Background: an optimization exercise with open tools, aiming at small area, a short achievable clock period and few clock cycles per item. Do not read the settings as production practice. The RTL was checked by simulation tests, not by an equivalence proof against the original design. Power and IR drop assume default switching activity.

==> flow/design.v, too long to show whole: its modules and the start of the top module <==
// module gil_front: 107 lines
// module gil_sqtree: 1286 lines
// module gil_divider: 57 lines
// module gil_back: 404 lines
// module gillespie_reaction_step_core: 161 lines
module gillespie_reaction_step_core #(
   parameter int COUNT_WIDTH = 16
) (
   input  logic         clock,
   input  logic         reset,
   input  logic         req_tvalid,
   output logic         req_tready,
   input  logic [63:0]  req_tdata,
   output logic         rsp_tvalid,
   input  logic         rsp_tready,
   output logic [151:0] rsp_tdata,
   input  logic         csr_valid,
   output logic         csr_ready,
   input  logic [3:0]   csr_index,
   input  logic [31:0]  csr_data
);
  // ...
==> flow/flow/run.sh <==
#!/bin/bash
export SETUP_SLACK_MARGIN=7.5
bash standard.sh > standard.log 2>&1
==> flow/standard.sh <==
#!/bin/bash
# synth_recipe.tcl (not shown) runs the flow's synth.tcl, then flattens the netlist and writes it again
# the make line also repeats each setting of config.mk as NAME=value (left out here)
make -C /OpenROAD-flow-scripts/flow DESIGN_CONFIG=/design/flow/config.mk WORK_HOME=/design/flow/orfs CLKGATE_MAP_FILE= SYNTH_SCRIPT=/design/flow/synth_recipe.tcl "${@:-finish}"
==> flow/config.mk <==
export PLATFORM = sky130hd
export DESIGN_NAME = gillespie_reaction_step_core
export DESIGN_NICKNAME = gillespie_reaction_step_core
export VERILOG_FILES = /design/flow/design.v
export SDC_FILE = /design/flow/constraint.sdc
export NUM_CORES = 4
export LEC_CHECK = 0
export CAP_MARGIN = 20
export CORE_MARGIN = 2
export CORE_UTILIZATION = 40
export SLEW_MARGIN = 20
==> flow/constraint.sdc <==
create_clock -name core_clock -period 12.0 [get_ports {clock}]
set_input_delay 2.4000 -clock core_clock [delete_from_list [all_inputs] [get_ports {clock}]]
set_output_delay 2.4000 -clock core_clock [all_outputs]
set_load 0.01 [all_outputs]
==> results.yml, run 1 <==
timing:
  timing.fmax_ghz: 0.2118
  finalWorstSetupSlack_ns: 7.278
  finalCriticalPeriod_ns: 4.722
  hold_viol: 0
critical_path:
  slowest_delay_ns: 0.51
  required_ns: 12.54
  slowest_stage: "fa_1"
route:
  m1WireLength_um: 157000
  drc: 0
  wl_per_cell_um: 26.83
  wl_met3_um: 40020
final_layout:
  mostFrequentLayoutCells: "nand2_1 (1,475), dfxtp_1 (915), a21oi_1 (830)"
  sh_seq_area_pct: 27.64
  nets: 12340
  diodes: 21
  largest_class: "multi-input combinational cells"
  multiInputGateArea_um2: 62550
  area_delta_synth_final_pct: 15.01
  final_area_um2: 110500
power:
  power_mw: 24.59
  powerSeq_mw: 6.35
placed_design:
  place_congestion: 0.9908
  placed_area_um2: 100900
worst_hold_path:
  holdPathStages: 0
floorplanning:
  io_pins: 260
logic_synthesis:
  yosysMostFrequentCell: "nand2_1"
clock_network:
  clock-sinks: 1336
  clk_latency_ns: 0.86
grt:
  grtUsageMet3_pct: 6.928
run_status:
  status: "no timing/DRC/antenna violations"
Testbench counts, summed over its fixed seeds: cycles 45,576, items 1,280.
==> module gil_front, before the edit <==
module gil_front (
   input  logic        clock,
   input  logic        reset,
   input  logic        in_valid,
   output logic        in_ready,
   input  logic [31:0] uniform_time,
   input  logic [31:0] uniform_pick,
   output logic        out_valid,
   input  logic        out_ready,
   output logic [31:0] out_frac,
   output logic [5:0]  out_k,
   output logic [31:0] out_pick
);
   logic [2:0]  r_st;
   logic [32:0] r_x;
   logic [5:0]  r_k;
   logic [31:0] r_pick;
   logic [32:0] n1_x, n2_x, n3_x;
   logic [5:0]  n1_k, n2_k, n3_k;
   logic [30:0] ma;
   logic        va, vb;
   logic [32:0] fa, fb;
   logic [5:0]  ka, kb;
   logic [31:0] pa, pb;
   logic [61:0] cs_s, cs_c, ts, tc, sum;
   logic [30:0] mnew;
   logic        sbit, cont, park, load;
   logic        ta, tb, lt, et;
   assign in_ready = (r_st == 3'd0);
   always_comb begin
      n1_x = r_x;
      n1_k = r_k;
      if (n1_x[32:17] == 16'd0) begin n1_x = {n1_x[16:0], 16'b0}; n1_k = n1_k + 6'd16; end
      if (n1_x[32:25] == 8'd0)  begin n1_x = {n1_x[24:0], 8'b0};  n1_k = n1_k + 6'd8;  end
      n2_x = r_x;
      n2_k = r_k;
      if (n2_x[32:29] == 4'd0)  begin n2_x = {n2_x[28:0], 4'b0};  n2_k = n2_k + 6'd4;  end
      if (n2_x[32:31] == 2'd0)  begin n2_x = {n2_x[30:0], 2'b0};  n2_k = n2_k + 6'd2;  end
      n3_x = r_x;
      n3_k = r_k;
      if (!n3_x[32])            begin n3_x = {n3_x[31:0], 1'b0};  n3_k = n3_k + 6'd1;  end
      if (!n3_x[32])            begin n3_x = {n3_x[31:0], 1'b0};  n3_k = n3_k + 6'd1;  end
   end
   gil_sqtree u_tree (.m(ma), .s(ts), .c(tc));
   assign sum  = cs_s + cs_c;
   assign sbit = sum[61];
   assign mnew = sbit ? sum[61:31] : sum[60:30];
   assign out_valid = vb && fb[32] && (tb == et);
   assign out_frac  = fb[31:0];
   assign out_k     = kb;
   assign out_pick  = pb;
   assign cont = vb && !fb[32];
   assign park = vb && fb[32] && !(out_valid && out_ready);
   assign load = !cont && !park && (r_st == 3'd5);
   always_ff @(posedge clock) begin
      if (reset) begin
         r_st <= 3'd0;
      end else begin
         unique case (r_st)
            3'd0: if (in_valid) r_st <= 3'd1;
            3'd1: r_st <= 3'd2;
            3'd2: r_st <= 3'd3;
            3'd3: r_st <= 3'd4;
            3'd4: r_st <= 3'd5;
            3'd5: if (load) r_st <= 3'd0;
            default: r_st <= 3'd0;
         endcase
      end
      unique case (r_st)
         3'd0: begin
            r_x    <= {1'b0, uniform_time};
            r_k    <= 6'd0;
            r_pick <= uniform_pick;
         end
         3'd1: r_x <= r_x + 33'd1;
         3'd2: begin r_x <= n1_x; r_k <= n1_k; end
         3'd3: begin r_x <= n2_x; r_k <= n2_k; end
         3'd4: begin r_x <= n3_x; r_k <= n3_k; end
         default: begin
         end
      endcase
   end
   always_ff @(posedge clock) begin
      if (reset) begin
         va <= 1'b0;
         vb <= 1'b0;
         lt <= 1'b0;
         et <= 1'b0;
      end else begin
         va <= cont || park || load;
         vb <= va;
         if (load) lt <= !lt;
         if (out_valid && out_ready) et <= !et;
      end
      tb   <= ta;
      ta   <= load ? lt : tb;
      cs_s <= ts;
      cs_c <= tc;
      fb   <= fa;
      kb   <= ka;
      pb   <= pa;
      ma   <= load ? r_x[32:2] : mnew;
      ka   <= load ? r_k : kb;
      pa   <= load ? r_pick : pb;
      fa   <= load ? 33'd1 : (cont ? {fb[31:0], sbit} : fb);
   end
endmodule
==> module gil_divider, before the edit <==
module gil_divider (
   input  logic        clock,
   input  logic        reset,
   input  logic        start,
   input  logic [50:0] rem0,
   input  logic [53:0] d0,
   input  logic [50:0] dvs,
   input  logic [4:0]  npairs,
   output logic        busy,
   output logic [53:0] q
);
   logic [50:0] rem, dv, r2;
   logic [53:0] d;
   logic [4:0]  cnt;
   logic [52:0] tt;
   logic [53:0] m1, m2, m3;
   logic        q1, q2;
   logic [53:0] ca, cb, xs, xc;
   assign tt = {rem, d[53:52]};
   assign m1 = {1'b0, tt} - {3'b0, dv};
   assign m2 = {1'b0, tt} - {2'b0, dv, 1'b0};
   assign ca = ~{3'b0, dv};
   assign cb = ~{2'b0, dv, 1'b0};
   assign xs = {1'b0, tt} ^ ca ^ cb;
   assign xc = ({1'b0, tt} & ca) | ({1'b0, tt} & cb) | (ca & cb);
   assign m3 = xs + {xc[52:0], 1'b1} + 54'd1;
   assign q1 = !m2[53];
   assign q2 = q1 ? !m3[53] : !m1[53];
   always_comb begin
      unique case ({q1, q2})
         2'b11:   r2 = m3[50:0];
         2'b10:   r2 = m2[50:0];
         2'b01:   r2 = m1[50:0];
         default: r2 = tt[50:0];
      endcase
   end
   assign q = d;
   always_ff @(posedge clock) begin
      if (reset) begin
         busy <= 1'b0;
      end else if (start) begin
         busy <= 1'b1;
      end else if (busy && cnt == 5'd1) begin
         busy <= 1'b0;
      end
      if (start) begin
         rem <= rem0;
         d   <= d0;
         dv  <= dvs;
         cnt <= npairs;
      end else if (busy) begin
         rem <= r2;
         d   <= {d[51:0], q1, q2};
         cnt <= cnt - 5'd1;
      end
   end
endmodule
==> module gil_back, before the edit <==
module gil_back (
   input  logic        clock,
   input  logic        reset,
   input  logic        rc_go,
   input  logic [31:0] cfg_ind,
   input  logic [31:0] cfg_hkp,
   input  logic [31:0] cfg_dec,
   input  logic [31:0] cfg_mx,
   input  logic [31:0] cfg_half,
   input  logic        in_valid,
   output logic        in_ready,
   input  logic [31:0] in_frac,
   input  logic [5:0]  in_k,
   input  logic [31:0] in_pick,
   output logic        h_valid,
   input  logic        h_ready,
   output logic [37:0] h_ln,
   output logic [50:0] h_a0,
   output logic [3:0]  h_fired,
   output logic        h_satc,
   output logic [15:0] c_hk,
   output logic [15:0] c_hka,
   output logic [15:0] c_out,
   output logic        kd_start,
   output logic [50:0] kd_rem0,
   output logic [53:0] kd_d0,
   output logic [50:0] kd_dvs,
   input  logic        div_busy,
   input  logic [53:0] div_q
);
   localparam logic [4:0] S_WAIT = 5'd0,  S_MUL = 5'd1,  S_MULF = 5'd2,
                          S_C0 = 5'd3,    S_C1 = 5'd4,   S_C2 = 5'd5,
                          S_C3 = 5'd6,    S_C4 = 5'd7,   S_HOLD = 5'd8,
                          S_U1 = 5'd9,    S_U2 = 5'd10,  S_U3 = 5'd11,
                          S_U4 = 5'd12,   S_A0 = 5'd13,  S_A1 = 5'd14,
                          S_A2 = 5'd15,   S_A3 = 5'd16,  S_A4 = 5'd17,
                          R_KI = 5'd18,   R_LP1 = 5'd19, R_LP6 = 5'd20,
                          R_LP7 = 5'd21,  R_WK = 5'd22,  R_LP2 = 5'd23,
                          R_KID = 5'd24;
   localparam logic [2:0] M_ITEM = 3'd0, M_KI = 3'd1, M_P1 = 3'd2, M_P6 = 3'd3,
                          M_P7 = 3'd4, M_P2 = 3'd5;
   localparam logic [31:0] LN2 = gil_pkg::LN2_Q32;
   logic [4:0]  st, st_n;
   logic [2:0]  mode, mode_n;
   logic [3:0]  mcnt, mcnt_n;
   logic [53:0] acc, acc_n;
   logic [50:0] a0, a0_n;
   logic [31:0] pk, pk_n;
   logic        yprev, yprev_n;
   logic [3:0]  fired, fired_n;
   logic [47:0] p1, p1_n, p2, p2_n, p6, p6_n, p7, p7_n;
   logic [31:0] kap, kap_n;
   logic        kap_nz, kap_nz_n;
   logic [15:0] hk, hk_n, hka, hka_n, outc, outc_n;
   logic        uhk_en, uhk_neg, uhka_en, uhka_neg, uout_en, uout_neg;
   logic        uhk_en_n, uhk_neg_n, uhka_en_n, uhka_neg_n, uout_en_n, uout_neg_n;
   logic        m_busy, ln_done;
   logic [37:0] lv, la;
   logic [4:0]  lcnt;
   logic        xs_acc, xs_nacc, ys_a0, ys_2a0, ys_p1, ys_p2, ys_p6, ys_p7,
                ys_hkp, ys_dec, ys_kap, yneg;
   logic        xs_acc_n, xs_nacc_n, ys_a0_n, ys_2a0_n, ys_p1_n, ys_p2_n, ys_p6_n,
                ys_p7_n, ys_hkp_n, ys_dec_n, ys_kap_n, yneg_n;
   logic        us_p1, us_p2, us_p7, us_p6, in_rdy;
   logic [53:0] xv, yv, sum;
   logic [47:0] usel, urate, usum;
   logic        uneg;
   logic [32:0] den;
   logic        den_nz, accept, hand, ln2bit, lkz, neg_acc;
   logic [38:0] lsum;
   logic [2:0]  bd;
   assign den     = {1'b0, cfg_ind} + {1'b0, cfg_half};
   assign den_nz  = (cfg_ind != 32'd0) || (cfg_half != 32'd0);
   assign neg_acc = acc[53];
   always_comb begin
      xv = ({54{xs_acc}} & acc) | ({54{xs_nacc}} & ~acc);
      yv = ({54{ys_a0}}  & {3'b0, a0}) |
           ({54{ys_2a0}} & {2'b0, a0, 1'b0}) |
           ({54{ys_p1}}  & {6'b0, p1}) |
           ({54{ys_p2}}  & {6'b0, p2}) |
           ({54{ys_p6}}  & {6'b0, p6}) |
           ({54{ys_p7}}  & {6'b0, p7}) |
           ({54{ys_hkp}} & {22'b0, cfg_hkp}) |
           ({54{ys_dec}} & {22'b0, cfg_dec}) |
           ({54{ys_kap}} & {22'b0, kap});
   end
   assign sum = xv + (yneg ? ~yv : yv) + {53'b0, yneg};
   always_comb begin
      usel  = ({48{us_p1}} & p1) | ({48{us_p2}} & p2) | ({48{us_p7}} & p7) |
              ({48{us_p6}} & p6);
      uneg  = (us_p1 || us_p2) ? uhk_neg : (us_p7 ? uhka_neg : uout_neg);
      urate = {16'b0, us_p2 ? kap : cfg_dec};
   end
   assign usum = usel + (uneg ? ~urate : urate) + {47'b0, uneg};
   assign lsum   = {1'b0, la} + (ln2bit ? {1'b0, lv} : 39'd0) + {38'b0, ln2bit && !lkz};
   assign in_ready = in_rdy && !rc_go;
   assign accept   = in_valid && in_ready;
   assign h_valid  = m_busy && ln_done && (st == S_HOLD);
   assign hand     = h_valid && h_ready;
   assign h_ln     = la;
   assign h_a0     = a0;
   assign h_fired  = fired;
   assign h_satc   = ((fired == 4'd0) && (hk == 16'hFFFF)) ||
                     ((fired == 4'd2) && (hka == 16'hFFFF)) ||
                     ((fired == 4'd5) && (outc == 16'hFFFF));
   assign c_hk     = hk;
   assign c_hka    = hka;
   assign c_out    = outc;
   assign kd_start = (st == R_KID) && kap_nz;
   assign kd_rem0  = {19'b0, acc[31:0]};
   assign kd_d0    = {pk, 22'b0};
   assign kd_dvs   = {18'b0, den};
   always_ff @(posedge clock) begin
      if (reset) begin
         m_busy  <= 1'b0;
         ln_done <= 1'b0;
      end else if (accept) begin
         m_busy  <= 1'b1;
         ln_done <= 1'b0;
      end else begin
         if (hand) m_busy <= 1'b0;
         if (m_busy && !ln_done && lcnt == 5'd31) ln_done <= 1'b1;
      end
      if (accept) begin
         lkz    <= (in_k == 6'd0);
         lv     <= (in_k == 6'd0) ? 38'd0 : {in_k - 6'd1, ~in_frac};
         la     <= '0;
         lcnt   <= 5'd3;
         ln2bit <= LN2[3];
      end else if (m_busy && !ln_done) begin
         la     <= lsum[38:1];
         lcnt   <= lcnt + 5'd1;
         ln2bit <= LN2[lcnt + 5'd1];
      end
   end
   always_comb begin
      st_n     = st;
      mode_n   = mode;
      mcnt_n   = mcnt;
      acc_n    = acc;
      a0_n     = a0;
      pk_n     = pk;
      yprev_n  = yprev;
      fired_n  = fired;
      p1_n     = p1;
      p2_n     = p2;
      p6_n     = p6;
      p7_n     = p7;
      kap_n    = kap;
      kap_nz_n = kap_nz;
      hk_n     = hk;
      hka_n    = hka;
      outc_n   = outc;
      uhk_en_n   = uhk_en;
      uhk_neg_n  = uhk_neg;
      uhka_en_n  = uhka_en;
      uhka_neg_n = uhka_neg;
      uout_en_n  = uout_en;
      uout_neg_n = uout_neg;
      if (accept) pk_n = in_pick;
      unique case (st)
         S_WAIT: begin
            if (m_busy) begin
               if (a0 == '0) begin
                  fired_n = 4'd8;
                  st_n    = S_HOLD;
               end else begin
                  acc_n   = '0;
                  yprev_n = 1'b0;
                  mcnt_n  = 4'd0;
                  mode_n  = M_ITEM;
                  st_n    = S_MUL;
               end
            end
         end
         S_MUL: begin
            acc_n   = {sum[53], sum[53], sum[53:2]};
            pk_n    = {sum[1:0], pk[31:2]};
            yprev_n = pk[1];
            mcnt_n  = mcnt + 4'd1;
            if (mcnt == 4'd15 || (mode != M_ITEM && mode != M_KI && mcnt == 4'd7))
               st_n = S_MULF;
         end
         S_MULF: begin
            acc_n = sum;
            unique case (mode)
               M_ITEM: st_n = S_C0;
               M_KI: begin
                  kap_nz_n = den_nz;
                  if (!den_nz) kap_n = '0;
                  st_n = R_KID;
               end
               M_P1: begin p1_n = {sum[31:0], pk[31:16]}; st_n = R_LP6; end
               M_P6: begin p6_n = {sum[31:0], pk[31:16]}; st_n = R_LP7; end
               M_P7: begin p7_n = {sum[31:0], pk[31:16]}; st_n = R_WK; end
               default: begin p2_n = {sum[31:0], pk[31:16]}; st_n = S_A0; end
            endcase
         end
         S_C0: begin acc_n = sum; st_n = S_C1; end
         S_C1: begin
            if (!neg_acc) begin fired_n = 4'd0; st_n = S_HOLD; end
            else begin acc_n = sum; st_n = S_C2; end
         end
         S_C2: begin
            if (!neg_acc) begin fired_n = 4'd1; st_n = S_HOLD; end
            else begin acc_n = sum; st_n = S_C3; end
         end
         S_C3: begin
            if (!neg_acc) begin fired_n = 4'd2; st_n = S_HOLD; end
            else begin acc_n = sum; st_n = S_C4; end
         end
         S_C4: begin
            fired_n = neg_acc ? 4'd7 : 4'd6;
            st_n    = S_HOLD;
         end
         S_HOLD: begin
            if (hand) begin
               acc_n = sum;
               if (fired == 4'd8) begin
                  st_n = S_WAIT;
               end else begin
                  st_n = S_U1;
                  uhk_en_n   = ((fired == 4'd0) && (hk != 16'hFFFF)) ||
                               ((fired == 4'd1 || fired == 4'd2) && (hk != 16'd0));
                  uhk_neg_n  = (fired != 4'd0);
                  uhka_en_n  = ((fired == 4'd2) && (hka != 16'hFFFF)) ||
                               ((fired == 4'd3 || fired == 4'd4 || fired == 4'd7) && (hka != 16'd0));
                  uhka_neg_n = (fired != 4'd2);
                  uout_en_n  = ((fired == 4'd5) && (outc != 16'hFFFF)) ||
                               ((fired == 4'd6) && (outc != 16'd0));
                  uout_neg_n = (fired != 4'd5);
                  if (fired == 4'd0) begin
                     if (hk != 16'hFFFF) hk_n = hk + 16'd1;
                  end else if (fired == 4'd1 || fired == 4'd2) begin
                     if (hk != 16'd0) hk_n = hk - 16'd1;
                  end
                  if (fired == 4'd2) begin
                     if (hka != 16'hFFFF) hka_n = hka + 16'd1;
                  end else if (fired == 4'd3 || fired == 4'd4 || fired == 4'd7) begin
                     if (hka != 16'd0) hka_n = hka - 16'd1;
                  end
                  if (fired == 4'd5) begin
                     if (outc != 16'hFFFF) outc_n = outc + 16'd1;
                  end else if (fired == 4'd6) begin
                     if (outc != 16'd0) outc_n = outc - 16'd1;
                  end
               end
            end
         end
         S_U1: begin acc_n = sum; if (uhk_en) p1_n = usum; st_n = S_U2; end
         S_U2: begin acc_n = sum; if (uhk_en) p2_n = usum; st_n = S_U3; end
         S_U3: begin acc_n = sum; if (uhka_en) p7_n = usum; st_n = S_U4; end
         S_U4: begin a0_n = sum[50:0]; if (uout_en) p6_n = usum; st_n = S_WAIT; end
         S_A0: begin acc_n = sum; st_n = S_A1; end
         S_A1: begin acc_n = sum; st_n = S_A2; end
         S_A2: begin acc_n = sum; st_n = S_A3; end
         S_A3: begin acc_n = sum; st_n = S_A4; end
         S_A4: begin a0_n = sum[50:0]; st_n = S_WAIT; end
         R_KI: begin
            a0_n = {19'b0, cfg_mx}; pk_n = cfg_ind; acc_n = '0; yprev_n = 1'b0;
            mcnt_n = 4'd0; mode_n = M_KI; st_n = S_MUL;
         end
         R_KID: st_n = R_LP1;
         R_LP1: begin
            a0_n = {19'b0, cfg_dec}; pk_n = {16'b0, hk}; acc_n = '0; yprev_n = 1'b0;
            mcnt_n = 4'd0; mode_n = M_P1; st_n = S_MUL;
         end
         R_LP6: begin
            a0_n = {19'b0, cfg_dec}; pk_n = {16'b0, outc}; acc_n = '0; yprev_n = 1'b0;
            mcnt_n = 4'd0; mode_n = M_P6; st_n = S_MUL;
         end
         R_LP7: begin
            a0_n = {19'b0, cfg_dec}; pk_n = {16'b0, hka}; acc_n = '0; yprev_n = 1'b0;
            mcnt_n = 4'd0; mode_n = M_P7; st_n = S_MUL;
         end
         R_WK: begin
            if (!div_busy) begin
               if (kap_nz) kap_n = div_q[31:0];
               st_n = R_LP2;
            end
         end
         R_LP2: begin
            a0_n = {19'b0, kap}; pk_n = {16'b0, hk}; acc_n = '0; yprev_n = 1'b0;
            mcnt_n = 4'd0; mode_n = M_P2; st_n = S_MUL;
         end
         default: st_n = S_WAIT;
      endcase
      if (rc_go) st_n = R_KI;
   end
   always_comb begin
      xs_acc_n  = 1'b0;
      xs_nacc_n = 1'b0;
      ys_a0_n   = 1'b0;
      ys_2a0_n  = 1'b0;
      ys_p1_n   = 1'b0;
      ys_p2_n   = 1'b0;
      ys_p6_n   = 1'b0;
      ys_p7_n   = 1'b0;
      ys_hkp_n  = 1'b0;
      ys_dec_n  = 1'b0;
      ys_kap_n  = 1'b0;
      yneg_n    = 1'b0;
      bd        = {pk_n[1], pk_n[0], yprev_n};
      unique case (st_n)
         S_MUL: begin
            xs_acc_n = 1'b1;
            unique case (bd)
               3'b001, 3'b010: ys_a0_n = 1'b1;
               3'b011:         ys_2a0_n = 1'b1;
               3'b100:         begin ys_2a0_n = 1'b1; yneg_n = 1'b1; end
               3'b101, 3'b110: begin ys_a0_n = 1'b1;  yneg_n = 1'b1; end
               default: begin
               end
            endcase
         end
         S_MULF: begin xs_acc_n = 1'b1; ys_a0_n = yprev_n; end
         S_C0:   begin xs_nacc_n = 1'b1; ys_hkp_n = 1'b1; end
         S_C1:   begin xs_acc_n = 1'b1; ys_p1_n = 1'b1; end
         S_C2:   begin xs_acc_n = 1'b1; ys_p2_n = 1'b1; end
         S_C3:   begin xs_acc_n = 1'b1; ys_p6_n = 1'b1; end
         S_HOLD: ys_a0_n = 1'b1;
         S_U1:   begin xs_acc_n = 1'b1; ys_dec_n = uhk_en_n;  yneg_n = uhk_en_n && uhk_neg_n; end
         S_U2:   begin xs_acc_n = 1'b1; ys_kap_n = uhk_en_n;  yneg_n = uhk_en_n && uhk_neg_n; end
         S_U3:   begin xs_acc_n = 1'b1; ys_dec_n = uhka_en_n; yneg_n = uhka_en_n && uhka_neg_n; end
         S_U4:   begin xs_acc_n = 1'b1; ys_dec_n = uout_en_n; yneg_n = uout_en_n && uout_neg_n; end
         S_A0:   ys_hkp_n = 1'b1;
         S_A1:   begin xs_acc_n = 1'b1; ys_p1_n = 1'b1; end
         S_A2:   begin xs_acc_n = 1'b1; ys_p2_n = 1'b1; end
         S_A3:   begin xs_acc_n = 1'b1; ys_p6_n = 1'b1; end
         S_A4:   begin xs_acc_n = 1'b1; ys_p7_n = 1'b1; end
         default: begin
         end
      endcase
   end
   always_ff @(posedge clock) begin
      in_rdy   <= !reset && !(accept || (m_busy && !hand)) &&
                  (st_n == S_WAIT || st_n == S_U1 || st_n == S_U2 || st_n == S_U3 ||
                   st_n == S_U4);
      us_p1    <= (st_n == S_U1);
      us_p2    <= (st_n == S_U2);
      us_p7    <= (st_n == S_U3);
      us_p6    <= (st_n == S_U4);
      mode     <= mode_n;
      mcnt     <= mcnt_n;
      acc      <= acc_n;
      pk       <= pk_n;
      yprev    <= yprev_n;
      fired    <= fired_n;
      kap_nz   <= kap_nz_n;
      uhk_en   <= uhk_en_n;
      uhk_neg  <= uhk_neg_n;
      uhka_en  <= uhka_en_n;
      uhka_neg <= uhka_neg_n;
      uout_en  <= uout_en_n;
      uout_neg <= uout_neg_n;
      if (reset) begin
         st      <= S_WAIT;
         a0      <= 51'd65536;
         p1      <= '0;
         p2      <= '0;
         p6      <= '0;
         p7      <= '0;
         kap     <= 32'd32768;
         hk      <= '0;
         hka     <= '0;
         outc    <= '0;
         xs_acc  <= 1'b0;
         xs_nacc <= 1'b0;
         ys_a0   <= 1'b0;
         ys_2a0  <= 1'b0;
         ys_p1   <= 1'b0;
         ys_p2   <= 1'b0;
         ys_p6   <= 1'b0;
         ys_p7   <= 1'b0;
         ys_hkp  <= 1'b0;
         ys_dec  <= 1'b0;
         ys_kap  <= 1'b0;
         yneg    <= 1'b0;
      end else begin
         st      <= st_n;
         a0      <= a0_n;
         p1      <= p1_n;
         p2      <= p2_n;
         p6      <= p6_n;
         p7      <= p7_n;
         kap     <= kap_n;
         hk      <= hk_n;
         hka     <= hka_n;
         outc    <= outc_n;
         xs_acc  <= xs_acc_n;
         xs_nacc <= xs_nacc_n;
         ys_a0   <= ys_a0_n;
         ys_2a0  <= ys_2a0_n;
         ys_p1   <= ys_p1_n;
         ys_p2   <= ys_p2_n;
         ys_p6   <= ys_p6_n;
         ys_p7   <= ys_p7_n;
         ys_hkp  <= ys_hkp_n;
         ys_dec  <= ys_dec_n;
         ys_kap  <= ys_kap_n;
         yneg    <= yneg_n;
      end
   end
endmodule
==> run 2: changes to the inputs <==
--- a/flow/design.v
+++ b/flow/design.v
@@ -30,7 +30,7 @@
    logic [31:0] pa, pb;
    logic [61:0] cs_s, cs_c, ts, tc, sum;
    logic [30:0] mnew;
-   logic        sbit, cont, park, load;
+   logic        sbit, keep, load, fin_now;
    logic        ta, tb, lt, et;
    assign in_ready = (r_st == 3'd0);
    always_comb begin
@@ -51,13 +51,13 @@
    assign sum  = cs_s + cs_c;
    assign sbit = sum[61];
    assign mnew = sbit ? sum[61:31] : sum[60:30];
-   assign out_valid = vb && fb[32] && (tb == et);
-   assign out_frac  = fb[31:0];
+   assign fin_now   = vb && fb[31];
+   assign out_valid = vb && (fb[31] || fb[32]) && (tb == et);
+   assign out_frac  = fb[32] ? fb[31:0] : {fb[30:0], sbit};
    assign out_k     = kb;
    assign out_pick  = pb;
-   assign cont = vb && !fb[32];
-   assign park = vb && fb[32] && !(out_valid && out_ready);
-   assign load = !cont && !park && (r_st == 3'd5);
+   assign keep = vb && !(out_valid && out_ready);
+   assign load = !keep && (r_st == 3'd5);
    always_ff @(posedge clock) begin
       if (reset) begin
          r_st <= 3'd0;
@@ -93,7 +93,7 @@
          lt <= 1'b0;
          et <= 1'b0;
       end else begin
-         va <= cont || park || load;
+         va <= keep || load;
          vb <= va;
          if (load) lt <= !lt;
          if (out_valid && out_ready) et <= !et;
@@ -108,7 +108,7 @@
       ma   <= load ? r_x[32:2] : mnew;
       ka   <= load ? r_k : kb;
       pa   <= load ? r_pick : pb;
-      fa   <= load ? 33'd1 : (cont ? {fb[31:0], sbit} : fb);
+      fa   <= load ? 33'd1 : (fb[32] ? fb : {fb[31:0], sbit});
    end
 endmodule
 `default_nettype wire
@@ -1401,6 +1401,130 @@
 endmodule
 `default_nettype wire
 `default_nettype none
+module gil_bk32 (input wire [31:0] a, input wire [31:0] b, input wire ci, output wire [31:0] y, output wire co);
+   wire [31:0] p0 = a ^ b;
+   wire [31:0] g0 = a & b;
+   wire w1 = g0[0] | (p0[0] & ci);
+   wire w2 = g0[1] | (p0[1] & w1);
+   wire w3 = p0[1] & p0[0];
+   wire w4 = g0[3] | (p0[3] & g0[2]);
+   wire w5 = p0[3] & p0[2];
+   wire w6 = g0[5] | (p0[5] & g0[4]);
+   wire w7 = p0[5] & p0[4];
+   wire w8 = g0[7] | (p0[7] & g0[6]);
+   wire w9 = p0[7] & p0[6];
+   wire w10 = g0[9] | (p0[9] & g0[8]);
+   wire w11 = p0[9] & p0[8];
+   wire w12 = g0[11] | (p0[11] & g0[10]);
+   wire w13 = p0[11] & p0[10];
+   wire w14 = g0[13] | (p0[13] & g0[12]);
+   wire w15 = p0[13] & p0[12];
+   wire w16 = g0[15] | (p0[15] & g0[14]);
+   wire w17 = p0[15] & p0[14];
+   wire w18 = g0[17] | (p0[17] & g0[16]);
+   wire w19 = p0[17] & p0[16];
+   wire w20 = g0[19] | (p0[19] & g0[18]);
+   wire w21 = p0[19] & p0[18];
+   wire w22 = g0[21] | (p0[21] & g0[20]);
+   wire w23 = p0[21] & p0[20];
+   wire w24 = g0[23] | (p0[23] & g0[22]);
+   wire w25 = p0[23] & p0[22];
+   wire w26 = g0[25] | (p0[25] & g0[24]);
+   wire w27 = p0[25] & p0[24];
+   wire w28 = g0[27] | (p0[27] & g0[26]);
+   wire w29 = p0[27] & p0[26];
+   wire w30 = g0[29] | (p0[29] & g0[28]);
+   wire w31 = p0[29] & p0[28];
+   wire w32 = g0[31] | (p0[31] & g0[30]);
+   wire w33 = p0[31] & p0[30];
+   wire w34 = w4 | (w5 & w2);
+   wire w35 = w5 & w3;
+   wire w36 = w8 | (w9 & w6);
+   wire w37 = w9 & w7;
+   wire w38 = w12 | (w13 & w10);
+   wire w39 = w13 & w11;
+   wire w40 = w16 | (w17 & w14);
+   wire w41 = w17 & w15;
+   wire w42 = w20 | (w21 & w18);
+   wire w43 = w21 & w19;
+   wire w44 = w24 | (w25 & w22);
+   wire w45 = w25 & w23;
+   wire w46 = w28 | (w29 & w26);
+   wire w47 = w29 & w27;
+   wire w48 = w32 | (w33 & w30);
+   wire w49 = w33 & w31;
+   wire w50 = w36 | (w37 & w34);
+   wire w51 = w37 & w35;
+   wire w52 = w40 | (w41 & w38);
+   wire w53 = w41 & w39;
+   wire w54 = w44 | (w45 & w42);
+   wire w55 = w45 & w43;
+   wire w56 = w48 | (w49 & w46);
+   wire w57 = w49 & w47;
+   wire w58 = w52 | (w53 & w50);
+   wire w59 = w53 & w51;
+   wire w60 = w56 | (w57 & w54);
+   wire w61 = w57 & w55;
+   wire w62 = w60 | (w61 & w58);
+   wire w63 = w61 & w59;
+   wire w64 = w54 | (w55 & w58);
+   wire w65 = w55 & w59;
+   wire w66 = w38 | (w39 & w50);
+   wire w67 = w39 & w51;
+   wire w68 = w42 | (w43 & w58);
+   wire w69 = w43 & w59;
+   wire w70 = w46 | (w47 & w64);
+   wire w71 = w47 & w65;
+   wire w72 = w6 | (w7 & w34);
+   wire w73 = w7 & w35;
+   wire w74 = w10 | (w11 & w50);
+   wire w75 = w11 & w51;
+   wire w76 = w14 | (w15 & w66);
+   wire w77 = w15 & w67;
+   wire w78 = w18 | (w19 & w58);
+   wire w79 = w19 & w59;
+   wire w80 = w22 | (w23 & w68);
+   wire w81 = w23 & w69;
+   wire w82 = w26 | (w27 & w64);
+   wire w83 = w27 & w65;
+   wire w84 = w30 | (w31 & w70);
+   wire w85 = w31 & w71;
+   wire w86 = g0[2] | (p0[2] & w2);
+   wire w87 = p0[2] & w3;
+   wire w88 = g0[4] | (p0[4] & w34);
+   wire w89 = p0[4] & w35;
+   wire w90 = g0[6] | (p0[6] & w72);
+   wire w91 = p0[6] & w73;
+   wire w92 = g0[8] | (p0[8] & w50);
+   wire w93 = p0[8] & w51;
+   wire w94 = g0[10] | (p0[10] & w74);
+   wire w95 = p0[10] & w75;
+   wire w96 = g0[12] | (p0[12] & w66);
+   wire w97 = p0[12] & w67;
+   wire w98 = g0[14] | (p0[14] & w76);
+   wire w99 = p0[14] & w77;
+   wire w100 = g0[16] | (p0[16] & w58);
+   wire w101 = p0[16] & w59;
+   wire w102 = g0[18] | (p0[18] & w78);
+   wire w103 = p0[18] & w79;
+   wire w104 = g0[20] | (p0[20] & w68);
+   wire w105 = p0[20] & w69;
+   wire w106 = g0[22] | (p0[22] & w80);
+   wire w107 = p0[22] & w81;
+   wire w108 = g0[24] | (p0[24] & w64);
+   wire w109 = p0[24] & w65;
+   wire w110 = g0[26] | (p0[26] & w82);
+   wire w111 = p0[26] & w83;
+   wire w112 = g0[28] | (p0[28] & w70);
+   wire w113 = p0[28] & w71;
+   wire w114 = g0[30] | (p0[30] & w84);
+   wire w115 = p0[30] & w85;
+   wire [31:0] c = {w114, w84, w112, w70, w110, w82, w108, w64, w106, w80, w104, w68, w102, w78, w100, w58, w98, w76, w96, w66, w94, w74, w92, w50, w90, w72, w88, w34, w86, w2, w1, ci};
+   assign y = p0 ^ c;
+   assign co = w62;
+endmodule
+`default_nettype wire
+`default_nettype none
 module gil_divider (
    input  logic        clock,
    input  logic        reset,
@@ -1446,13 +1570,12 @@
       end else if (busy && cnt == 5'd1) begin
          busy <= 1'b0;
       end
+      rem <= start ? rem0 : r2;
       if (start) begin
-         rem <= rem0;
          d   <= d0;
          dv  <= dvs;
          cnt <= npairs;
       end else if (busy) begin
-         rem <= r2;
          d   <= {d[51:0], q1, q2};
          cnt <= cnt - 5'd1;
       end
@@ -1498,7 +1621,7 @@
                           S_A2 = 5'd15,   S_A3 = 5'd16,  S_A4 = 5'd17,
                           R_KI = 5'd18,   R_LP1 = 5'd19, R_LP6 = 5'd20,
                           R_LP7 = 5'd21,  R_WK = 5'd22,  R_LP2 = 5'd23,
-                          R_KID = 5'd24;
+                          R_KID = 5'd24,  S_CW = 5'd25,  R_WR = 5'd26;
    localparam logic [2:0] M_ITEM = 3'd0, M_KI = 3'd1, M_P1 = 3'd2, M_P6 = 3'd3,
                           M_P7 = 3'd4, M_P2 = 3'd5;
    localparam logic [31:0] LN2 = gil_pkg::LN2_Q32;
@@ -1510,7 +1633,8 @@
    logic [31:0] pk, pk_n;
    logic        yprev, yprev_n;
    logic [3:0]  fired, fired_n;
-   logic [47:0] p1, p1_n, p2, p2_n, p6, p6_n, p7, p7_n;
+   logic [47:0] q0, q1, q2, q3, qin;
+   logic [1:0]  ph, ph_n;
    logic [31:0] kap, kap_n;
    logic        kap_nz, kap_nz_n;
    logic [15:0] hk, hk_n, hka, hka_n, outc, outc_n;
@@ -1519,42 +1643,33 @@
    logic        m_busy, ln_done;
    logic [37:0] lv, la;
    logic [4:0]  lcnt;
-   logic        xs_acc, xs_nacc, ys_a0, ys_2a0, ys_p1, ys_p2, ys_p6, ys_p7,
-                ys_hkp, ys_dec, ys_kap, yneg;
-   logic        xs_acc_n, xs_nacc_n, ys_a0_n, ys_2a0_n, ys_p1_n, ys_p2_n, ys_p6_n,
-                ys_p7_n, ys_hkp_n, ys_dec_n, ys_kap_n, yneg_n;
-   logic        us_p1, us_p2, us_p7, us_p6, in_rdy;
+   logic        xs_acc, xs_nacc, ys_a0, ys_2a0, ys_q, ys_hkp, ys_dec, ys_kap, yneg;
+   logic        xs_acc_n, xs_nacc_n, ys_a0_n, ys_2a0_n, ys_q_n, ys_hkp_n, ys_dec_n,
+                ys_kap_n, yneg_n;
+   logic        u_on, u_kap, u_neg, u_on_n, u_kap_n, u_neg_n, in_rdy;
    logic [53:0] xv, yv, sum;
-   logic [47:0] usel, urate, usum;
-   logic        uneg;
+   logic [47:0] urate, usum;
    logic [32:0] den;
    logic        den_nz, accept, hand, ln2bit, lkz, neg_acc;
    logic [38:0] lsum;
    logic [2:0]  bd;
-   assign den     = {1'b0, cfg_ind} + {1'b0, cfg_half};
+   logic [1:0]  widx;
+   gil_bk32 u_dadd (.a(cfg_ind), .b(cfg_half), .ci(1'b0), .y(den[31:0]), .co(den[32]));
    assign den_nz  = (cfg_ind != 32'd0) || (cfg_half != 32'd0);
    assign neg_acc = acc[53];
    always_comb begin
       xv = ({54{xs_acc}} & acc) | ({54{xs_nacc}} & ~acc);
       yv = ({54{ys_a0}}  & {3'b0, a0}) |
            ({54{ys_2a0}} & {2'b0, a0, 1'b0}) |
-           ({54{ys_p1}}  & {6'b0, p1}) |
-           ({54{ys_p2}}  & {6'b0, p2}) |
-           ({54{ys_p6}}  & {6'b0, p6}) |
-           ({54{ys_p7}}  & {6'b0, p7}) |
+           ({54{ys_q}}   & {6'b0, q0}) |
            ({54{ys_hkp}} & {22'b0, cfg_hkp}) |
            ({54{ys_dec}} & {22'b0, cfg_dec}) |
            ({54{ys_kap}} & {22'b0, kap});
    end
    assign sum = xv + (yneg ? ~yv : yv) + {53'b0, yneg};
-   always_comb begin
-      usel  = ({48{us_p1}} & p1) | ({48{us_p2}} & p2) | ({48{us_p7}} & p7) |
-              ({48{us_p6}} & p6);
-      uneg  = (us_p1 || us_p2) ? uhk_neg : (us_p7 ? uhka_neg : uout_neg);
-      urate = {16'b0, us_p2 ? kap : cfg_dec};
-   end
-   assign usum = usel + (uneg ? ~urate : urate) + {47'b0, uneg};
-   assign lsum   = {1'b0, la} + (ln2bit ? {1'b0, lv} : 39'd0) + {38'b0, ln2bit && !lkz};
+   assign urate = {16'b0, u_kap ? kap : cfg_dec};
+   assign usum  = q0 + (urate ^ {48{u_neg}}) + {47'b0, u_neg};
+   assign lsum   = {1'b0, la} + {1'b0, lv & {38{ln2bit}}} + {38'b0, ln2bit && !lkz};
    assign in_ready = in_rdy && !rc_go;
    assign accept   = in_valid && in_ready;
    assign h_valid  = m_busy && ln_done && (st == S_HOLD);
@@ -1596,6 +1711,14 @@
       end
    end
    always_comb begin
+      unique case (mode)
+         M_P1:    widx = 2'd0;
+         M_P2:    widx = 2'd1;
+         M_P6:    widx = 2'd2;
+         default: widx = 2'd3;
+      endcase
+   end
+   always_comb begin
       st_n     = st;
       mode_n   = mode;
       mcnt_n   = mcnt;
@@ -1604,10 +1727,7 @@
       pk_n     = pk;
       yprev_n  = yprev;
       fired_n  = fired;
-      p1_n     = p1;
-      p2_n     = p2;
-      p6_n     = p6;
-      p7_n     = p7;
+      qin      = q0;
       kap_n    = kap;
       kap_nz_n = kap_nz;
       hk_n     = hk;
@@ -1619,6 +1739,7 @@
       uhka_neg_n = uhka_neg;
       uout_en_n  = uout_en;
       uout_neg_n = uout_neg;
+      ph_n     = ph + 2'd1;
       if (accept) pk_n = in_pick;
       unique case (st)
          S_WAIT: begin
@@ -1646,18 +1767,16 @@
          S_MULF: begin
             acc_n = sum;
             unique case (mode)
-               M_ITEM: st_n = S_C0;
+               M_ITEM: st_n = (ph_n == 2'd3) ? S_C0 : S_CW;
                M_KI: begin
                   kap_nz_n = den_nz;
                   if (!den_nz) kap_n = '0;
                   st_n = R_KID;
                end
-               M_P1: begin p1_n = {sum[31:0], pk[31:16]}; st_n = R_LP6; end
-               M_P6: begin p6_n = {sum[31:0], pk[31:16]}; st_n = R_LP7; end
-               M_P7: begin p7_n = {sum[31:0], pk[31:16]}; st_n = R_WK; end
-               default: begin p2_n = {sum[31:0], pk[31:16]}; st_n = S_A0; end
+               default: st_n = R_WR;
             endcase
          end
+         S_CW: if (ph_n == 2'd3) st_n = S_C0;
          S_C0: begin acc_n = sum; st_n = S_C1; end
          S_C1: begin
             if (!neg_acc) begin fired_n = 4'd0; st_n = S_HOLD; end
@@ -1709,10 +1828,10 @@
                end
             end
          end
-         S_U1: begin acc_n = sum; if (uhk_en) p1_n = usum; st_n = S_U2; end
-         S_U2: begin acc_n = sum; if (uhk_en) p2_n = usum; st_n = S_U3; end
-         S_U3: begin acc_n = sum; if (uhka_en) p7_n = usum; st_n = S_U4; end
-         S_U4: begin a0_n = sum[50:0]; if (uout_en) p6_n = usum; st_n = S_WAIT; end
+         S_U1: begin acc_n = sum; if (u_on) qin = usum; st_n = S_U2; end
+         S_U2: begin acc_n = sum; if (u_on) qin = usum; st_n = S_U3; end
+         S_U3: begin acc_n = sum; if (u_on) qin = usum; st_n = S_U4; end
+         S_U4: begin a0_n = sum[50:0]; if (u_on) qin = usum; st_n = S_WAIT; end
          S_A0: begin acc_n = sum; st_n = S_A1; end
          S_A1: begin acc_n = sum; st_n = S_A2; end
          S_A2: begin acc_n = sum; st_n = S_A3; end
@@ -1735,6 +1854,17 @@
             a0_n = {19'b0, cfg_dec}; pk_n = {16'b0, hka}; acc_n = '0; yprev_n = 1'b0;
             mcnt_n = 4'd0; mode_n = M_P7; st_n = S_MUL;
          end
+         R_WR: begin
+            if (ph == widx) begin
+               qin = {acc[31:0], pk[31:16]};
+               unique case (mode)
+                  M_P1:    st_n = R_LP6;
+                  M_P6:    st_n = R_LP7;
+                  M_P7:    st_n = R_WK;
+                  default: st_n = S_A0;
+               endcase
+            end
+         end
          R_WK: begin
             if (!div_busy) begin
                if (kap_nz) kap_n = div_q[31:0];
@@ -1747,22 +1877,34 @@
          end
          default: st_n = S_WAIT;
       endcase
-      if (rc_go) st_n = R_KI;
+      if (reset || rc_go) st_n = R_KI;
+      if (reset) begin
+         hk_n   = '0;
+         hka_n  = '0;
+         outc_n = '0;
+         ph_n   = 2'd0;
+      end
    end
    always_comb begin
       xs_acc_n  = 1'b0;
       xs_nacc_n = 1'b0;
       ys_a0_n   = 1'b0;
       ys_2a0_n  = 1'b0;
-      ys_p1_n   = 1'b0;
-      ys_p2_n   = 1'b0;
-      ys_p6_n   = 1'b0;
-      ys_p7_n   = 1'b0;
+      ys_q_n    = 1'b0;
       ys_hkp_n  = 1'b0;
       ys_dec_n  = 1'b0;
       ys_kap_n  = 1'b0;
       yneg_n    = 1'b0;
+      u_on_n    = 1'b0;
+      u_kap_n   = 1'b0;
+      u_neg_n   = 1'b0;
       bd        = {pk_n[1], pk_n[0], yprev_n};
+      unique case (ph_n)
+         2'd0:    begin u_on_n = uhk_en_n;  u_neg_n = uhk_neg_n; end
+         2'd1:    begin u_on_n = uhk_en_n;  u_neg_n = uhk_neg_n; u_kap_n = 1'b1; end
+         2'd2:    begin u_on_n = uout_en_n; u_neg_n = uout_neg_n; end
+         default: begin u_on_n = uhka_en_n; u_neg_n = uhka_neg_n; end
+      endcase
       unique case (st_n)
          S_MUL: begin
             xs_acc_n = 1'b1;
@@ -1776,92 +1918,64 @@
             endcase
          end
          S_MULF: begin xs_acc_n = 1'b1; ys_a0_n = yprev_n; end
+         S_CW:   xs_acc_n = 1'b1;
          S_C0:   begin xs_nacc_n = 1'b1; ys_hkp_n = 1'b1; end
-         S_C1:   begin xs_acc_n = 1'b1; ys_p1_n = 1'b1; end
-         S_C2:   begin xs_acc_n = 1'b1; ys_p2_n = 1'b1; end
-         S_C3:   begin xs_acc_n = 1'b1; ys_p6_n = 1'b1; end
+         S_C1, S_C2, S_C3, S_A1, S_A2, S_A3, S_A4: begin
+            xs_acc_n = 1'b1; ys_q_n = 1'b1;
+         end
          S_HOLD: ys_a0_n = 1'b1;
-         S_U1:   begin xs_acc_n = 1'b1; ys_dec_n = uhk_en_n;  yneg_n = uhk_en_n && uhk_neg_n; end
-         S_U2:   begin xs_acc_n = 1'b1; ys_kap_n = uhk_en_n;  yneg_n = uhk_en_n && uhk_neg_n; end
-         S_U3:   begin xs_acc_n = 1'b1; ys_dec_n = uhka_en_n; yneg_n = uhka_en_n && uhka_neg_n; end
-         S_U4:   begin xs_acc_n = 1'b1; ys_dec_n = uout_en_n; yneg_n = uout_en_n && uout_neg_n; end
+         S_U1, S_U2, S_U3, S_U4: begin
+            xs_acc_n = 1'b1;
+            ys_dec_n = u_on_n && !u_kap_n;
+            ys_kap_n = u_on_n && u_kap_n;
+            yneg_n   = u_on_n && u_neg_n;
+         end
          S_A0:   ys_hkp_n = 1'b1;
-         S_A1:   begin xs_acc_n = 1'b1; ys_p1_n = 1'b1; end
-         S_A2:   begin xs_acc_n = 1'b1; ys_p2_n = 1'b1; end
-         S_A3:   begin xs_acc_n = 1'b1; ys_p6_n = 1'b1; end
-         S_A4:   begin xs_acc_n = 1'b1; ys_p7_n = 1'b1; end
          default: begin
          end
       endcase
+      if (!(st_n == S_U1 || st_n == S_U2 || st_n == S_U3 || st_n == S_U4)) u_on_n = 1'b0;
    end
    always_ff @(posedge clock) begin
       in_rdy   <= !reset && !(accept || (m_busy && !hand)) &&
                   (st_n == S_WAIT || st_n == S_U1 || st_n == S_U2 || st_n == S_U3 ||
                    st_n == S_U4);
-      us_p1    <= (st_n == S_U1);
-      us_p2    <= (st_n == S_U2);
-      us_p7    <= (st_n == S_U3);
-      us_p6    <= (st_n == S_U4);
+      st       <= st_n;
       mode     <= mode_n;
       mcnt     <= mcnt_n;
       acc      <= acc_n;
+      a0       <= a0_n;
       pk       <= pk_n;
       yprev    <= yprev_n;
       fired    <= fired_n;
+      kap      <= kap_n;
       kap_nz   <= kap_nz_n;
+      hk       <= hk_n;
+      hka      <= hka_n;
+      outc     <= outc_n;
       uhk_en   <= uhk_en_n;
       uhk_neg  <= uhk_neg_n;
       uhka_en  <= uhka_en_n;
       uhka_neg <= uhka_neg_n;
       uout_en  <= uout_en_n;
       uout_neg <= uout_neg_n;
-      if (reset) begin
-         st      <= S_WAIT;
-         a0      <= 51'd65536;
-         p1      <= '0;
-         p2      <= '0;
-         p6      <= '0;
-         p7      <= '0;
-         kap     <= 32'd32768;
-         hk      <= '0;
-         hka     <= '0;
-         outc    <= '0;
-         xs_acc  <= 1'b0;
-         xs_nacc <= 1'b0;
-         ys_a0   <= 1'b0;
-         ys_2a0  <= 1'b0;
-         ys_p1   <= 1'b0;
-         ys_p2   <= 1'b0;
-         ys_p6   <= 1'b0;
-         ys_p7   <= 1'b0;
-         ys_hkp  <= 1'b0;
-         ys_dec  <= 1'b0;
-         ys_kap  <= 1'b0;
-         yneg    <= 1'b0;
-      end else begin
-         st      <= st_n;
-         a0      <= a0_n;
-         p1      <= p1_n;
-         p2      <= p2_n;
-         p6      <= p6_n;
-         p7      <= p7_n;
-         kap     <= kap_n;
-         hk      <= hk_n;
-         hka     <= hka_n;
-         outc    <= outc_n;
-         xs_acc  <= xs_acc_n;
-         xs_nacc <= xs_nacc_n;
-         ys_a0   <= ys_a0_n;
-         ys_2a0  <= ys_2a0_n;
-         ys_p1   <= ys_p1_n;
-         ys_p2   <= ys_p2_n;
-         ys_p6   <= ys_p6_n;
-         ys_p7   <= ys_p7_n;
-         ys_hkp  <= ys_hkp_n;
-         ys_dec  <= ys_dec_n;
-         ys_kap  <= ys_kap_n;
-         yneg    <= yneg_n;
-      end
+      ph       <= ph_n;
+      q0       <= q1;
+      q1       <= q2;
+      q2       <= q3;
+      q3       <= qin;
+      xs_acc   <= xs_acc_n;
+      xs_nacc  <= xs_nacc_n;
+      ys_a0    <= ys_a0_n;
+      ys_2a0   <= ys_2a0_n;
+      ys_q     <= ys_q_n;
+      ys_hkp   <= ys_hkp_n;
+      ys_dec   <= ys_dec_n;
+      ys_kap   <= ys_kap_n;
+      yneg     <= yneg_n;
+      u_on     <= u_on_n;
+      u_kap    <= u_kap_n;
+      u_neg    <= u_neg_n;
    end
 endmodule
 `default_nettype wire
==> run 2 against run 1 <==
  * Non-clock buffer count shrank 172
  * Sequential share of layout area grew 2.9 points
  * Still clean
  * Cell area shrank 8.7%
  * Maximum frequency grew 5.0%
  * Clock skew shrank 0.011 ns
  * Sequential power grew 6.5%
  * Largest power group unchanged
  * Die area shrank 6.8%
  * First-iteration DRC count shrank 23%
  * Synthesized cell count shrank 12%
==> results.yml, run 2 <==
clock_network:
  clkTransAtPathRegs_ns: 0.06
  htreeDepth: 4
  clock-sinks: 1334
  clockBufferDepth: 3
  cts_root_buf: "clkbuf_16"
  cts_tree: "done"
  numCtsBuffers: 152
  clk_latency_ns: 0.83
  cts_hold_buf: 0
critical_path:
  worstSetupStartpointType: "flip-flop"
  reg2reg_to: "u_back.outc[15]"
  required_ns: 12.71
  critPathLaunch: "u_back.fired[2]"
  end_kind: "flip-flop"
  ff2ff_path_depth: 17
  critical_path_class: "flip-flop to flip-flop"
  worstPathArrival_ns: 5.20
  critPathMaxFanout: 7
  reg2reg_slack_ns: 7.50
  rr_startpoint: "u_back.fired[2]"
  endpoint: "u_back.outc[15]"
logic_synthesis:
  yosysSeqAreaShare_pct: 34.36
  synth-seq-cells: 1334
  synth_ff_type: "dfxtp_1"
  synthArstFlopShare_pct: 0
  synth_edf_count: 405
  syn_area_um2: 89510
  yosysMostFrequentCell: "nand2_1"
  synth_common_cells: "nand2_1 (1,323), dfxtp_1 (929), a21oi_1 (738)"
  yosys.cell_types.count: 100
  synth_area_leaders: "dfxtp_1 (21%), edfxtp_1 (14%), fa_1 (9.8%)"
  syn_inst: 9983
  synth_top_area_cell: "dfxtp_1"
  ys_warn_count: 4
  synth_top_cell_area_share_pct: 20.78
  avgSynthCellArea_um2: 8.966
floorplanning:
  core_um2: 222300
  initial_utilization_pct: 40.26
  io_pins: 260
  die_height_um: 477.0
  fp-row-count: 173
  die_area_um2: 227600
  die_w_um: 477.0
grt:
  grt_overflow: 0
  grt_max_degree: 187
  grt_usage_pct: 26.11
  antenna_found_initial: 27
  grt_pass1_vias: 73964
  grt_pass1_wl_um: 462100
placed_design:
  place_congestion: 0.9588
  io_buffers: 223
  hpwl_um: 225100
route:
  top_layer_used: "met5"
  viasPerCell: 5.874
  drtAntennaViolNets: 0
  drc: 0
  wl_met2_um: 134800
  m1WireLength_um: 134200
  drt_iter0_drc: 8612
  drt-pass1-iter-count: 13
  drt-total-wl_um: 308000
  num_vias: 76633
  wl_per_cell_um: 23.61
  wl_met3_um: 26250
worst_hold_path:
  holdPathStages: 0
  min_path_type: "flip-flop to flip-flop"
final_layout:
  drive_above_1_share_pct: 6.670
  area_delta_synth_final_pct: 12.77
  layout_commonest_cell: "nand2_1"
  nets: 11005
  mostFrequentLayoutCells: "nand2_1 (1,314), dfxtp_1 (903), a21oi_1 (718)"
  fillers: 21343
  largestRegisters: "o_time x64, u_front.cs_s x59, u_front.cs_c x58"
  utilization_pct: 45.41
  top_register: "o_time"
  largest_reg_flops: 64
timing:
  finalCriticalPeriod_ns: 4.496
  tightest_slew_ns: 1.112
  fin_tns_setup_ns: 0
  setup_viol: 0
  hold_viol: 0
  rsz0062_at_grt: "true"
  period_share_pct: 37.46
  final.setup_skew_ns: 0.03933
  drv_slew: 0
  timing.fmax_ghz: 0.2224
  slew_headroom_pct: 25.84
power:
  power_mw: 28.13
  power.switching_mw: 12.76
  p_clk_share_pct: 18.0
  cellLeakagePower_nw: 41.94
  p_sw_share_pct: 45.36
  vdd_drop_max_mv: 0.3074
  pwr-share-comb_pct: 58.0
  pwr-share-seq_pct: 24.0
  pwr_density_cell_nw_per_um2: 278.6
  p_int_mw: 15.37
run_status:
  status: "no timing/DRC/antenna violations"
job:
  max-cap-violations: 0
[run 2: cell count changes after synthesis, sizes merged, moves of 44 or more]
cell	before	now
a211oi	155	79
a21oi	869	743
a22oi	312	193
a31oi	123	65
clkbuf	624	499
inv	666	622
nand2	1496	1324
nand3	236	179
nor2	824	548
nor3	201	107
o211ai	117	67
[run 2: power groups by stage]
stage | Combinational (mW) | Sequential, mW | Clock, mW
final | 16.3 | 6.76 | 5.06
after global routing | 18.9 | 6.81 | 5.31
after CTS | 16.4 | 6.73 | 5.15
after detailed placement | 16.2 | 6.82 | 0
after global placement | 15.8 | 6.81 | 0
after floorplan | 11.6 | 6.17 | 0
[run 2: cell type report]
class | count | area [µm²] | share of cell area [%]
multi-input combinational | 7445 | 54980 | 54.47
sequential | 1334 | 30800 | 30.51
clock buffer | 217 | 4483 | 4.441
tap | 2975 | 3722 | 3.688
timing repair buffer | 369 | 3565 | 3.532
inverter | 626 | 2359 | 2.337
clock inverter | 69 | 999.7 | 0.9904
antenna | 12 | 30.03 | 0.02975
[run 2: layer usage]
metal	vias up	global-route usage [%]
met5	-	0
met3	615	4.173
li1	34933	-
met2	3520	40.29
met1	37559	36.54
met4	6	10.07
[run 2: stage by stage]
step | setup WS (ns) | instance area (µm²) | hold WS, ns | cells
after CTS | 7.342 | 100300 | 0.3202 | 13015
after global placement | 6.253 | 94160 | 0.3096 | 12702
final | 7.504 | 100900 | 0.3130 | 13047
after global routing | 7.285 | 100900 | 0.3241 | 13042
after detailed placement | 6.177 | 94180 | 0.3121 | 12703
after floorplan | 7.520 | 89650 | 0.3096 | 10017
[run 2: critical path, stage by stage (launching register included)]
cell	delay, ns
edfxtp_1	0.60
inv_1	0.26
nor3_2	0.59
clkinvlp_4	0.17
buf_4	0.19
ha_1	0.28
a21o_1	0.17
a21oi_1	0.24
nor2b_1	0.07
o21ai_0	0.22
a21oi_1	0.13
a41o_1	0.29
o41a_1	0.38
nand4_1	0.12
nand3_1	0.10
mux2_2	0.30
o21ai_0	0.18
o31ai_1	0.09
[run 2: kinds of logic after synthesis]
group | share of synthesized area [%]
AO/OA/AOI/OAI | 18.09
XOR/XNOR | 5.382
adder cells (fa/ha/maj) | 17.27
buffers and inverters | 5.419
flip-flops | 34.36
multiplexers | 2.977
other | 0.008390
AND/OR/NAND/NOR | 16.49
[run 2: how the worst min path moves through the flow]
stage | slack, ns | endpoint | start
final | 0.31 | u_front.fb[24] | u_front.fa[24]
after global routing | 0.32 | u_front.fb[29] | u_front.fa[29]
after CTS | 0.32 | u_back.q1[39] | u_back.q2[39]
after detailed placement | 0.31 | u_back.q0[6] | u_back.q1[6]
after global placement | 0.31 | u_back.q2[26] | u_back.q3[26]
after floorplan | 0.31 | u_back.q0[0] | u_back.q1[0]
[run 2: repair_timing]
item / 4_1_cts / 5_1_grt
gates resized for setup: 100 / 100
endpoints found under the setup margin: 188 / 155
buffers inserted: 23 / 19
pin swaps: 22 / 26
gates cloned: 3 / 1
Testbench counts of run 2, summed over its fixed seeds: cycles 44,664, items 1,280.
==> module gillespie_reaction_step_core, before the edit <==
module gillespie_reaction_step_core #(
   parameter int COUNT_WIDTH = 16
) (
   input  logic         clock,
   input  logic         reset,
   input  logic         req_tvalid,
   output logic         req_tready,
   input  logic [63:0]  req_tdata,
   output logic         rsp_tvalid,
   input  logic         rsp_tready,
   output logic [151:0] rsp_tdata,
   input  logic         csr_valid,
   output logic         csr_ready,
   input  logic [3:0]   csr_index,
   input  logic [31:0]  csr_data
);
   logic        cv;
   logic [3:0]  ci;
   logic [31:0] cd;
   logic [31:0] cfg_ind, cfg_hkp, cfg_dec, cfg_mx, cfg_half;
   logic        f_valid, f_ready;
   logic [31:0] f_frac, f_pick;
   logic [5:0]  f_k;
   logic        h_valid, h_ready;
   logic [37:0] h_ln;
   logic [50:0] h_a0;
   logic [3:0]  h_fired;
   logic        kd_start;
   logic [50:0] kd_rem0, kd_dvs;
   logic [53:0] kd_d0;
   logic        div_start, div_busy;
   logic [53:0] div_q;
   logic        tau_start;
   logic        t_v;
   logic [3:0]  t_fired;
   logic        fin;
   logic        rsp_v;
   logic [63:0] o_time;
   logic [15:0] c_hk, c_hka, c_out;
   logic        h_satc, t_satc;
   logic        o_sat;
   logic [64:0] tsum;
   assign csr_ready = 1'b1;
   always_ff @(posedge clock) begin
      if (reset) begin
         cv       <= 1'b0;
         cfg_ind  <= 32'd65536;
         cfg_hkp  <= 32'd65536;
         cfg_dec  <= 32'd6554;
         cfg_mx   <= 32'd65536;
         cfg_half <= 32'd65536;
      end else begin
         cv <= csr_valid;
         if (cv) begin
            unique case (ci)
               4'd0: cfg_ind  <= cd;
               4'd1: cfg_hkp  <= cd;
               4'd2: cfg_dec  <= cd;
               4'd3: cfg_mx   <= cd;
               4'd4: cfg_half <= cd;
               default: begin
               end
            endcase
         end
      end
      ci <= csr_index;
      cd <= csr_data;
   end
   gil_front u_front (
      .clock        (clock),
      .reset        (reset),
      .in_valid     (req_tvalid),
      .in_ready     (req_tready),
      .uniform_time (req_tdata[31:0]),
      .uniform_pick (req_tdata[63:32]),
      .out_valid    (f_valid),
      .out_ready    (f_ready),
      .out_frac     (f_frac),
      .out_k        (f_k),
      .out_pick     (f_pick)
   );
   gil_back u_back (
      .clock    (clock),
      .reset    (reset),
      .rc_go    (cv),
      .cfg_ind  (cfg_ind),
      .cfg_hkp  (cfg_hkp),
      .cfg_dec  (cfg_dec),
      .cfg_mx   (cfg_mx),
      .cfg_half (cfg_half),
      .in_valid (f_valid),
      .in_ready (f_ready),
      .in_frac  (f_frac),
      .in_k     (f_k),
      .in_pick  (f_pick),
      .h_valid  (h_valid),
      .h_ready  (h_ready),
      .h_ln     (h_ln),
      .h_a0     (h_a0),
      .h_fired  (h_fired),
      .h_satc   (h_satc),
      .c_hk     (c_hk),
      .c_hka    (c_hka),
      .c_out    (c_out),
      .kd_start (kd_start),
      .kd_rem0  (kd_rem0),
      .kd_d0    (kd_d0),
      .kd_dvs   (kd_dvs),
      .div_busy (div_busy),
      .div_q    (div_q)
   );
   assign h_ready   = !t_v && !rsp_v;
   assign tau_start = h_valid && h_ready && (h_fired != 4'd8);
   assign div_start = tau_start || kd_start;
   gil_divider u_divider (
      .clock  (clock),
      .reset  (reset),
      .start  (div_start),
      .rem0   (tau_start ? 51'd0 : kd_rem0),
      .d0     (tau_start ? {h_ln, 16'b0} : kd_d0),
      .dvs    (tau_start ? h_a0 : kd_dvs),
      .npairs (tau_start ? 5'd27 : 5'd16),
      .busy   (div_busy),
      .q      (div_q)
   );
   assign fin  = t_v && !div_busy && !rsp_v;
   assign tsum = {1'b0, o_time} + {11'b0, div_q};
   always_ff @(posedge clock) begin
      if (reset) begin
         t_v    <= 1'b0;
         rsp_v  <= 1'b0;
         o_time <= '0;
      end else begin
         if (h_valid && h_ready) begin
            t_v     <= 1'b1;
            t_fired <= h_fired;
            t_satc  <= h_satc;
         end else if (fin) begin
            t_v <= 1'b0;
         end
         if (rsp_v) begin
            if (rsp_tready) rsp_v <= 1'b0;
         end else if (fin) begin
            rsp_v <= 1'b1;
         end
         if (fin) begin
            o_sat <= t_satc;
            if (t_fired != 4'd8) begin
               if (tsum[64]) begin
                  o_time <= '1;
                  o_sat  <= 1'b1;
               end else begin
                  o_time <= tsum[63:0];
               end
            end
         end
      end
   end
   assign rsp_tvalid = rsp_v;
   assign rsp_tdata  = {3'b0, o_sat, c_out, 16'b0, 16'b0, c_hka, c_hk, o_time, t_fired};
endmodule
==> run 3: changes to the inputs <==
--- a/flow/design.v
+++ b/flow/design.v
@@ -1997,8 +1997,6 @@
    input  logic [31:0]  csr_data
 );
    logic        cv;
-   logic [3:0]  ci;
-   logic [31:0] cd;
    logic [31:0] cfg_ind, cfg_hkp, cfg_dec, cfg_mx, cfg_half;
    logic        f_valid, f_ready;
    logic [31:0] f_frac, f_pick;
@@ -2033,20 +2031,18 @@
          cfg_half <= 32'd65536;
       end else begin
          cv <= csr_valid;
-         if (cv) begin
-            unique case (ci)
-               4'd0: cfg_ind  <= cd;
-               4'd1: cfg_hkp  <= cd;
-               4'd2: cfg_dec  <= cd;
-               4'd3: cfg_mx   <= cd;
-               4'd4: cfg_half <= cd;
+         if (csr_valid) begin
+            unique case (csr_index)
+               4'd0: cfg_ind  <= csr_data;
+               4'd1: cfg_hkp  <= csr_data;
+               4'd2: cfg_dec  <= csr_data;
+               4'd3: cfg_mx   <= csr_data;
+               4'd4: cfg_half <= csr_data;
                default: begin
                end
             endcase
          end
       end
-      ci <= csr_index;
-      cd <= csr_data;
    end
    gil_front u_front (
       .clock        (clock),
--- a/flow/config.mk
+++ b/flow/config.mk
@@ -7,5 +7,5 @@
 export LEC_CHECK = 0
 export CAP_MARGIN = 20
 export CORE_MARGIN = 2
-export CORE_UTILIZATION = 40
+export CORE_UTILIZATION = 50
 export SLEW_MARGIN = 20
==> run 3 against run 2 <==
  * Sequential share of layout area is 0.57 points lower
  * Largest cell class unchanged
  * Global-route usage grew 7.0 points
  * Power down 38%
  * Still clean
  * Wire length rose by 1.0%
==> results.yml, run 3 <==
run_status:
  status: "no timing/DRC/antenna violations"
timing:
  drv_slew: 0
  slew_headroom_pct: 14.36
  rsz0062_at_grt: "true"
  hold_viol: 0
  fin_tns_setup_ns: 0
  timing.fmax_ghz: 0.2132
  setup_viol: 0
  final.setup_skew_ns: 0.05320
  tightest_slew_ns: 1.273
worst_hold_path:
  hold_start: "u_back.q1[21]"
  holdPathStages: 0
  min_path_type: "flip-flop to flip-flop"
critical_path:
  critPathLaunch: "u_back.ys_hkp"
  critPathMaxFanout: 16
  worstPathArrival_ns: 5.22
  reg2reg_slack_ns: 7.31
  rr_startpoint: "u_back.ys_hkp"
  critical_path_class: "flip-flop to flip-flop"
  worstSetupStartpointType: "flip-flop"
route:
  num_vias: 77007
  drt-pass1-iter-count: 12
  wl_per_cell_um: 24.89
  drt_iter0_drc: 8288
  viasPerCell: 6.160
  drtAntennaViolNets: 0
floorplanning:
  io_pins: 260
  core_um2: 178000
  die_area_um2: 182100
power:
  p_int_mw: 10.46
  cellLeakagePower_nw: 42.67
  p_sw_share_pct: 39.99
  pwr-share-comb_pct: 37.9
  pwr_density_cell_nw_per_um2: 173.5
logic_synthesis:
  synth-seq-cells: 1298
  synth_common_cells: "nand2_1 (1,282), dfxtp_1 (893), a21oi_1 (735)"
  syn_inst: 10009
  synth_edf_count: 405
  yosys.cell_types.count: 98
  avgSynthCellArea_um2: 8.927
final_layout:
  mostFrequentLayoutCells: "nand2_1 (1,276), dfxtp_1 (860), a21oi_1 (725)"
  area_delta_synth_final_pct: 12.47
  utilization_pct: 56.45
  drive_above_1_share_pct: 7.755
  top_register: "o_time"
grt:
  grt_max_degree: 89
  grt_pass1_wl_um: 461000
placed_design:
  hpwl_um: 223600
clock_network:
  htreeDepth: 4
[run 3: changes by cell type after synthesis, sizes merged, moves of 17 or more]
cell | previous run | this run
xor2 | 218 | 239
nor2 | 548 | 566
a32o | 4 | 21
nand3 | 179 | 196
a211oi | 79 | 134
a21o | 212 | 241
o211ai | 67 | 84
nand2 | 1324 | 1282
a311oi | 49 | 11
xnor2 | 332 | 312
o21ai | 496 | 432
dfxtp | 929 | 893
[run 3: layout make-up]
class                      count  area [µm²]
clock buffer                 209        4243
antenna                       11       27.53
fill                       16252       77540
tap                         2355        2947
inverter                     640        2411
clock inverter                73       839.6
sequential                  1298       30090
multi-input combinational   7494       55810
timing repair buffer         421        4124
[run 3: timing repair]
action	in CTS	in global routing
gates cloned	4	9
buffers inserted	18	57
pin swaps	22	60
endpoints found under the setup margin	213	179
resized for setup	134	139
[run 3: power by group through the flow]
stage	sequential (mW)	clock, mW	combinational [mW]
6_report	6.09	4.74	6.60
5_1_grt	6.12	4.98	7.12
3_5_place_dp	6.14	0	5.96
4_1_cts	6.05	4.80	6.14
2_1_floorplan	5.65	0	4.47
3_3_place_gp	6.13	0	5.93
[run 3: worst max path at each step]
stage                             endpoint  depth (start not counted)
after floorplan              u_back.q3[46]                         17
final                        u_back.a0[49]                         18
after CTS                   u_back.acc[44]                         19
after detailed placement  u_divider.rem[0]                         16
after global routing        u_back.acc[46]                         20
after global placement    u_divider.rem[0]                         16
[run 3: per-layer routing]
metal / part of all wire [%] / up-vias / GRT usage (%)
met5: 0 / - / 0
li1: - / 35162 / -
met3: 8.8 / 682 / 6.186
met1: 42 / 37781 / 45.07
met4: 4.5 / 0 / 13.74
met2: 45 / 3382 / 51.69
[run 3: cell families after synthesis]
| kind of cell | after synthesis | synth area share (%) |
|---|---|---|
| mux | 260 | 3.018 |
| flops | 1298 | 33.62 |
| fa+ha+maj | 972 | 17.30 |
| compound gates | 2533 | 18.62 |
| xor+xnor | 551 | 5.401 |
| simple gates | 3139 | 16.57 |
| other cells | 2 | 0.008405 |
| buf+inv | 1254 | 5.461 |
[run 3: stage by stage]
stage	std cells	instance area [µm²]	worst slack (ns)	total power, mW	hold slack (ns)
after global placement	12118	93270	6.309	12.06	0.3096
after CTS	12423	99160	7.364	16.99	0.3071
after detailed placement	12119	93270	6.204	12.09	0.3121
final	12501	100500	7.309	17.43	0.3101
after global routing	12492	100500	7.143	18.23	0.3090
after floorplan	10043	89480	7.598	10.13	0.3096
[run 3: worst max-delay path, stage by stage (launching register included)]
cell and delay [ns]:
dfxtp_4 0.35, buf_4 0.13, buf_4 0.15, clkbuf_16 0.19
a22oi_1 0.29, nand3_1 0.21, xor2_1 0.19, ha_2 0.41
nand4_1 0.14, or4_4 0.57, a211oi_4 0.32, o211a_1 0.19
a211o_1 0.19, a31oi_4 0.15, o31ai_4 0.33, a21boi_0 0.16
xor2_1 0.25, buf_4 0.15, nor2_1 0.03
Testbench counts of run 3, summed over its fixed seeds: cycles 44,664, items 1,280.

Setup slack of run 3, layout unchanged: 7.309 ns with ideal ports, 7.309 ns with driving cells assumed (clock clkbuf_16, inputs buf_2), 6.885 ns with port delays also shifted by the 0.889 ns mid clock arrival.
